This design comes from an exercise in tuning for small area, a short achievable clock period and few clock cycles per item on the open sky130 flow, not from production work.
The RTL was checked by simulation tests, not by an equivalence proof against the original design.
Power is estimated from default activity; no workload was simulated.

<file path="flow/run.sh">
#!/bin/bash
# synth_recipe.tcl (not shown) runs the flow's synth.tcl, then flattens the netlist and writes it again
# the make line also repeats each setting of config.mk as NAME=value (left out here)
make -C /OpenROAD-flow-scripts/flow DESIGN_CONFIG=/design/flow/config.mk WORK_HOME=/design/flow/orfs CLKGATE_MAP_FILE= SYNTH_SCRIPT=/design/flow/synth_recipe.tcl finish
</file>
<file path="flow/config.mk">
export PLATFORM = sky130hd
export DESIGN_NAME = best_fit_block_allocator_core
export DESIGN_NICKNAME = best_fit_block_allocator_core
export VERILOG_FILES = /design/flow/design.v
export SDC_FILE = /design/flow/constraint.sdc
export NUM_CORES = 4
export LEC_CHECK = 0
export CAP_MARGIN = 20
export CORE_MARGIN = 2
export CORE_UTILIZATION = 40
export SLEW_MARGIN = 20
</file>
<file path="flow/constraint.sdc">
create_clock -name core_clock -period 10.0 [get_ports {clk}]
set_input_delay 2.0000 -clock core_clock [delete_from_list [all_inputs] [get_ports {clk}]]
set_output_delay 2.0000 -clock core_clock [all_outputs]
set_load 0.01 [all_outputs]
</file>
<file path="flow/design.v">
`default_nettype none
package bfa_pkg;
  localparam int SLOTS_DEFAULT        = 16;
  localparam int ADDRESS_BITS_DEFAULT = 16;
  localparam int CFG_W    = 5;
  localparam int MODE_W   = 2;
  localparam int SLOT_F_W = 4;
  localparam int SIZE_W   = 16;
  localparam int ADDR_F_W = 16;
  localparam int STATUS_W = 2;
  localparam logic [MODE_W-1:0] MODE_LOAD  = 2'd0;
  localparam logic [MODE_W-1:0] MODE_ALLOC = 2'd1;
  localparam logic [MODE_W-1:0] MODE_READ  = 2'd2;
  localparam logic [STATUS_W-1:0] ST_DONE  = 2'd0;
  localparam logic [STATUS_W-1:0] ST_NOFIT = 2'd1;
  localparam logic [STATUS_W-1:0] ST_RANGE = 2'd2;
  typedef struct packed {
    logic [MODE_W-1:0]   mode;
    logic [SLOT_F_W-1:0] slot;
    logic [SIZE_W-1:0]   size;
    logic [ADDR_F_W-1:0] start_address;
  } bfa_in_t;
  typedef struct packed {
    logic [STATUS_W-1:0] status;
    logic [SLOT_F_W-1:0] chosen_slot;
    logic [ADDR_F_W-1:0] granted_address;
    logic [SIZE_W-1:0]   remaining_size;
  } bfa_out_t;
endpackage
`default_nettype wire
`default_nettype none
module bfa_ram #(
  parameter int WIDTH = 32,
  parameter int DEPTH = 16,
  parameter int AW    = (DEPTH > 1) ? $clog2(DEPTH) : 1
) (
  input  logic             clk,
  input  logic             we,
  input  logic [AW-1:0]    waddr,
  input  logic [WIDTH-1:0] wdata,
  input  logic [AW-1:0]    raddr,
  output logic [WIDTH-1:0] rdata
);
  logic [WIDTH-1:0] mem [DEPTH];
  always_ff @(posedge clk) begin
    if (we) begin
      mem[waddr] <= wdata;
    end
    rdata <= mem[raddr];
  end
endmodule
`default_nettype wire
`default_nettype none
import bfa_pkg::*;
module best_fit_block_allocator_core #(
  parameter int SLOTS        = bfa_pkg::SLOTS_DEFAULT,
  parameter int ADDRESS_BITS = bfa_pkg::ADDRESS_BITS_DEFAULT
) (
  input  logic                      clk,
  input  logic                      rst,
  input  logic                      cfg_valid,
  output logic                      cfg_ready,
  input  logic [bfa_pkg::CFG_W-1:0] cfg_data,
  input  logic                      in_valid,
  output logic                      in_ready,
  input  logic [37:0]               in_data,
  output logic                      out_valid,
  input  logic                      out_ready,
  output logic [37:0]               out_data
);
  bfa_pkg::bfa_in_t  in_word;
  bfa_pkg::bfa_out_t out_word;
  assign in_word  = in_data;
  assign out_data = out_word;
  localparam int SLOT_W  = (SLOTS > 1) ? $clog2(SLOTS) : 1;
  localparam int ENTRY_W = SIZE_W + ADDRESS_BITS;
  typedef enum logic [4:0] {
    S_IDLE   = 5'b00001,
    S_RDWAIT = 5'b00010,
    S_SCAN   = 5'b00100,
    S_WB     = 5'b01000,
    S_RESP   = 5'b10000
  } state_t;
  state_t state;
  logic [CFG_W-1:0]        blocks_in_use;
  logic [CFG_W-1:0]        scan_count;
  logic [CFG_W-1:0]        scan_last;
  logic [CFG_W-1:0]        cmp_idx;
  logic [SIZE_W-1:0]       req_size;
  logic                    best_found;
  logic [CFG_W-1:0]        best_slot;
  logic [SIZE_W-1:0]       best_left;
  logic [ADDRESS_BITS-1:0] best_start;
  bfa_pkg::bfa_out_t       res;
  logic                    ram_we;
  logic [SLOT_W-1:0]       ram_waddr;
  logic [ENTRY_W-1:0]      ram_wdata;
  logic [SLOT_W-1:0]       ram_raddr;
  logic [ENTRY_W-1:0]      ram_rdata;
  logic [SIZE_W-1:0]       e_size;
  logic [ADDRESS_BITS-1:0] e_start;
  logic [SIZE_W-1:0]       e_left;
  logic                    fits;
  logic                    take;
  logic                    in_range;
  assign cfg_ready = 1'b1;
  assign in_ready  = (state == S_IDLE);
  always_ff @(posedge clk) begin
    if (rst) begin
      blocks_in_use <= '0;
    end else if (cfg_valid && cfg_ready) begin
      blocks_in_use <= cfg_data;
    end
  end
  assign scan_count = (32'(blocks_in_use) > SLOTS) ? CFG_W'(SLOTS) : blocks_in_use;
  assign in_range   = (32'(in_word.slot) < SLOTS);
  assign e_size  = ram_rdata[ENTRY_W-1 -: SIZE_W];
  assign e_start = ram_rdata[ADDRESS_BITS-1:0];
  assign fits    = (e_size >= req_size);
  assign e_left  = e_size - req_size;
  assign take    = fits && (!best_found || (e_left < best_left) ||
                            ((e_left == best_left) && (e_start < best_start)));
  always_comb begin
    ram_we = ((state == S_IDLE) && in_valid && (in_word.mode == MODE_LOAD) && in_range) ||
             ((state == S_WB) && best_found);
    if (state == S_WB) begin
      ram_waddr = SLOT_W'(best_slot);
      ram_wdata = {best_left, best_start + ADDRESS_BITS'(req_size)};
    end else begin
      ram_waddr = SLOT_W'(in_word.slot);
      ram_wdata = {in_word.size, ADDRESS_BITS'(in_word.start_address)};
    end
    if (state == S_SCAN) begin
      ram_raddr = SLOT_W'(cmp_idx + CFG_W'(1));
    end else if (in_word.mode == MODE_ALLOC) begin
      ram_raddr = '0;
    end else begin
      ram_raddr = SLOT_W'(in_word.slot);
    end
  end
  bfa_ram #(
    .WIDTH (ENTRY_W),
    .DEPTH (SLOTS),
    .AW    (SLOT_W)
  ) u_free_list (
    .clk   (clk),
    .we    (ram_we),
    .waddr (ram_waddr),
    .wdata (ram_wdata),
    .raddr (ram_raddr),
    .rdata (ram_rdata)
  );
  always_ff @(posedge clk) begin
    if (rst) begin
      state     <= S_IDLE;
      out_valid <= 1'b0;
    end else begin
      if (out_valid && out_ready && (state != S_RESP)) begin
        out_valid <= 1'b0;
      end
      case (state)
        S_IDLE: begin
          if (in_valid) begin
            req_size   <= in_word.size;
            best_found <= 1'b0;
            cmp_idx    <= '0;
            scan_last  <= scan_count - CFG_W'(1);
            case (in_word.mode)
              MODE_LOAD: begin
                res.chosen_slot <= in_word.slot;
                if (in_range) begin
                  res.status          <= ST_DONE;
                  res.granted_address <=
                    ADDR_F_W'(ADDRESS_BITS'(in_word.start_address));
                  res.remaining_size  <= in_word.size;
                end else begin
                  res.status          <= ST_RANGE;
                  res.granted_address <= '0;
                  res.remaining_size  <= '0;
                end
                state <= S_RESP;
              end
              MODE_READ: begin
                res.status          <= ST_RANGE;
                res.chosen_slot     <= in_word.slot;
                res.granted_address <= '0;
                res.remaining_size  <= '0;
                if (in_range) begin
                  state <= S_RDWAIT;
                end else begin
                  state <= S_RESP;
                end
              end
              MODE_ALLOC: begin
                if (scan_count == '0) begin
                  res.status          <= ST_NOFIT;
                  res.chosen_slot     <= '0;
                  res.granted_address <= '0;
                  res.remaining_size  <= '0;
                  state               <= S_RESP;
                end else begin
                  state <= S_SCAN;
                end
              end
              default: begin
                res.status          <= ST_RANGE;
                res.chosen_slot     <= in_word.slot;
                res.granted_address <= '0;
                res.remaining_size  <= '0;
                state               <= S_RESP;
              end
            endcase
          end
        end
        S_RDWAIT: begin
          res.status          <= ST_DONE;
          res.granted_address <= ADDR_F_W'(e_start);
          res.remaining_size  <= e_size;
          state               <= S_RESP;
        end
        S_SCAN: begin
          if (take) begin
            best_found <= 1'b1;
            best_slot  <= cmp_idx;
            best_left  <= e_left;
            best_start <= e_start;
          end
          cmp_idx <= cmp_idx + CFG_W'(1);
          if (cmp_idx == scan_last) begin
            state <= S_WB;
          end
        end
        S_WB: begin
          if (best_found) begin
            res.status          <= ST_DONE;
            res.chosen_slot     <= SLOT_F_W'(best_slot);
            res.granted_address <= ADDR_F_W'(best_start);
            res.remaining_size  <= best_left;
          end else begin
            res.status          <= ST_NOFIT;
            res.chosen_slot     <= '0;
            res.granted_address <= '0;
            res.remaining_size  <= '0;
          end
          state <= S_RESP;
        end
        S_RESP: begin
          if (!out_valid || out_ready) begin
            out_valid <= 1'b1;
            out_word  <= res;
            state     <= S_IDLE;
          end
        end
        default: state <= S_IDLE;
      endcase
    end
  end
endmodule
`default_nettype wire
</file>
==> flow_summary.toml <==
[run_status]
status = "finished clean"

[place]
post-place-ws_ps = 3720
place_congestion = 0.881
dp_hpwl_um = 48300
portBuffers = 87

[power_and_ir_drop]
peakVddDrop_uv = 106
p_comb_share_pct = 9.6
power.density_nw_per_um2 = 184
p_seq_share_pct = 50.6
pwr-share-clk_pct = 39.8
p_sw_mw = 1.55
p_sw_share_pct = 23.7
p_leak_nw = 12.6
p_int_mw = 4.98

[yosys]
ys_ff_latch = 694
syn-instance-count = 2315
synthFlopType = "edfxtp_1"
syn-cell-area_um2 = 30900
seq_area_frac_synth_pct = 66.2
synthArstFlopShare_pct = 0
ys_types = 64
synth_nets = 2432
yosysWarnings = 2
syn_avg_cell_area_um2 = 13.3
synth_edf_count = 651

[floorplan]
ios = 89
dieArea_um2 = 79400
placementRows = 101
die_h_um = 282
coreArea_um2 = 76200
die_w_um = 282
initial_core_util_pct = 40.5

[sta]
min_period_ps = 5700
layout_worst_path_cycle_share_pct = 57.0
clock.fmax_ghz = 0.175
slew_headroom_pct = 25.4
skew_ps = 17.5
setup_viol = 0
finalHoldViolations = 0
slew_viol_final = 0
max_slew.worst_pin.slew_ps = 1120
tns_ps = 0
fin_ws_ps = 4300
rsz0062_at_grt = "no"

[route]
final_antenna_net_count = 0
via_count = 20002
dr.pass1.iters = 8
drc = 0
drtIter0Drc = 2232
viasPerCell = 5.72
wl_um = 83800
wl_per_cell_um = 24.0

[setup_path]
endpoint_kind = "flop"
critical_path.max_fanout = 68
worst-setup-path-type = "in2reg"
rrSetupSlack_ps = 4720
cp.arrival_ps = 6150
start_kind = "input port"
worst-endpoint-required_ps = 10450

[min_path]
hold_class = "reg2reg"

[clocking]
cts_tree = "done"
cts.htree.levels = 3
clk_latency_ps = 610
cts_root_buf = "clkbuf_16"
cts_sinks = 694
cts_setup_buffers = 0
cts-buffers-inserted = 71
path_clk_slew_ps = 60
ctsResizeCount = 0
postCtsHoldBufs = 0
clock_path_buffers = 3

[grt]
grt_remaining_overflow = 0
grt_pass1_vias = 19827
grt_usage_pct = 20.9
grt_pass1_wl_um = 123000
grt_max_degree = 74
antenna_found_initial = 0

[cells_and_area]
fill_cells = 6649
antennaDiodeCount = 0
area_delta_synth_final_pct = 14.9
nets = 2527
drive_gt1_share_pct = 14.1

[flow_run]
max_cap_violations = 0
==> stage by stage <==
| step | total power, mW | hold WS [ps] | cells | util [%] | area, um^2 |
|---|---|---|---|---|---|
| after global routing | 6.74 | 418 | 3497 | 46.5 | 35500 |
| after floorplan | 3.75 | 400 | 2315 | - | 30900 |
| final | 6.53 | 408 | 3497 | 46.5 | 35500 |
| after global placement | 3.97 | 401 | 3367 | 43.6 | 33200 |
| after CTS | 6.57 | 412 | 3497 | 46.5 | 35500 |
| after detailed placement | 3.98 | 405 | 3367 | 43.6 | 33200 |
==> routing by layer <==
| metal | routed length [um] | global-route usage (%) | up-vias |
|---|---|---|---|
| met1 | 34400 | 27.1 | 10000 |
| li1 | - | - | 8941 |
| met3 | 6490 | 3.36 | 182 |
| met4 | 2800 | 8.36 | 0 |
| met5 | 0 | 0 | - |
| met2 | 40100 | 35.1 | 879 |
==> power groups by stage <==
stage,logic [mW],clock network [mW],registers (mW)
2_1_floorplan,0.423,0,3.33
3_3_place_gp,0.607,0,3.36
3_5_place_dp,0.623,0,3.36
4_1_cts,0.625,2.65,3.30
5_1_grt,0.687,2.75,3.30
6_report,0.628,2.60,3.30
==> layout by cell type (no fill, tap or decap), types with 5 or more instances in the layout <==
master           count
clkbuf_8             9
a31oi_1              5
mux2i_1             73
nand2b_1            72
nor3_1              13
clkbuf_1            14
nand3_1             57
mux2_4              11
clkinv_1             6
nand2_1            263
buf_4               69
xor2_1              13
dfxtp_1             43
ha_1                66
o21ai_0             41
xnor2_1             18
o21a_1               5
mux2_2             119
clkbuf_16           73
nor2b_1              8
edfxtp_1           651
o2111ai_1           34
o211ai_1           134
nor2_1              32
nand4_1              9
and3_1               6
clkinv_2            18
inv_6                5
inv_1              127
a21o_1              10
a211oi_1             8
and2_1               5
a222oi_1            32
clkdlybuf4s50_1     87
o31ai_1              5
a21oi_1            163
or3_1               71
nor2_4              16
==> worst paths after layout <==
check,from,endpoint,cells after the start
worst min-delay path,res[28]$_DFFE_PP_,out_word[28]$_DFFE_PP_,0
worst max-delay path,in_data[37],u_free_list.rdata[6]$_DFF_P_,10
worst max register to register,req_size[8]$_DFFE_PP_,best_start[5]$_DFFE_PP_,15
worst min register to register,res[28]$_DFFE_PP_,out_word[28]$_DFFE_PP_,0
==> area by class of cell <==
class / count / area (um^2) / share of cell area (%)
Clock buffer: 96 / 2000 / 5.65
Clock inverter: 34 / 263 / 0.741
Inverter: 128 / 480 / 1.36
Multi-Input combinational cell: 1359 / 9620 / 27.1
Sequential cell: 694 / 20400 / 57.6
Tap cell: 1030 / 1290 / 3.63
Timing Repair Buffer: 156 / 1390 / 3.92
==> state kept, by name, summed over array words and instances (netlist names) <==
register and flops:
best_found 1, blocks_in_use 5, cmp_idx 5, res 38, best_start 16, out_word 38, state 5, u_free_list.rdata 32
best_left 16, scan_last 5, best_slot 4, req_size 16, out_valid 1, u_free_list.mem 512
==> synthesized netlist by cell type, drive strengths merged, types with 5 or more instances <==
master | count | area share [%]
mux2 | 130 | 4.9
nor2b | 9 | 0.18
nor2 | 50 | 0.61
or3 | 72 | 1.5
ha | 67 | 2.7
a21o | 11 | 0.27
buf | 29 | 0.56
clkbuf | 105 | 1.3
edfxtp | 651 | 63
a222oi | 32 | 1.0
a31oi | 5 | 0.10
nor3b | 6 | 0.16
o21ai | 42 | 0.68
xor2 | 13 | 0.37
o31ai | 5 | 0.12
a211oi | 8 | 0.19
xnor2 | 18 | 0.51
nand4 | 9 | 0.18
a21oi | 164 | 2.7
and2 | 7 | 0.14
and3 | 6 | 0.12
nand2 | 265 | 3.2
mux2i | 73 | 2.4
o211ai | 134 | 3.3
nor3 | 13 | 0.21
o2111ai | 34 | 0.97
nand2b | 73 | 1.5
dfxtp | 43 | 2.8
inv | 128 | 1.6
o21a | 5 | 0.12
nand3 | 57 | 0.92
==> worst max-delay path, cell delays in order <==
cell and delay, ps:
clkdlybuf4s50_1 480, inv_1 60, ha_1 330, nor2b_4 160
buf_4 750, a21o_4 810, buf_4 660, mux2_2 400
o211ai_1 190, o2111ai_1 140
==> kinds of logic (layout without fill, tap and decap cells) <==
group	Yosys count	in the layout	synth area share, %
AOI/OAI and AO/OA	472	472	10.3
adders and majority gates	69	69	2.85
buffers and inverters	262	414	3.39
xor gates and xnor gates	31	31	0.880
and+or+nand+nor	583	583	9.13
other	1	1	0.0122
muxes	203	203	7.25
DFF	694	694	66.2
Testbench counts, summed over its fixed seeds: cycles 61,999, items 6,528.

==> what the ideal ports hide <==
The results above use ideal ports. As a check the final layout listed here was re-extracted and re-timed, cells and wires unchanged. Step 1 (the two cells are an assumption about what drives the block):
set clk [get_ports {clk}]
set_driving_cell -lib_cell sky130_fd_sc_hd__clkbuf_16 $clk
set_driving_cell -lib_cell sky130_fd_sc_hd__buf_2 [delete_from_list [all_inputs] $clk]
Step 2 times the ports against the registers' clock, not the clock port: input delays grow and output delays shrink by t, the midpoint of the rising clock arrivals with the driver on. Slacks: ideal ports / drivers / drivers and shift; pairs: ideal ports / drivers.
shift t [ns]: 0.667
slack for setup (ns): 4.300 / 4.343 / 3.676
worst setup path at the end: input to register
latest minus earliest clock arrival (ns): 0.018 / 0.018
After both steps this run still meets setup and hold. The setup slack of this run moves by +0.043 ns with the drivers and by -0.624 ns with both steps.
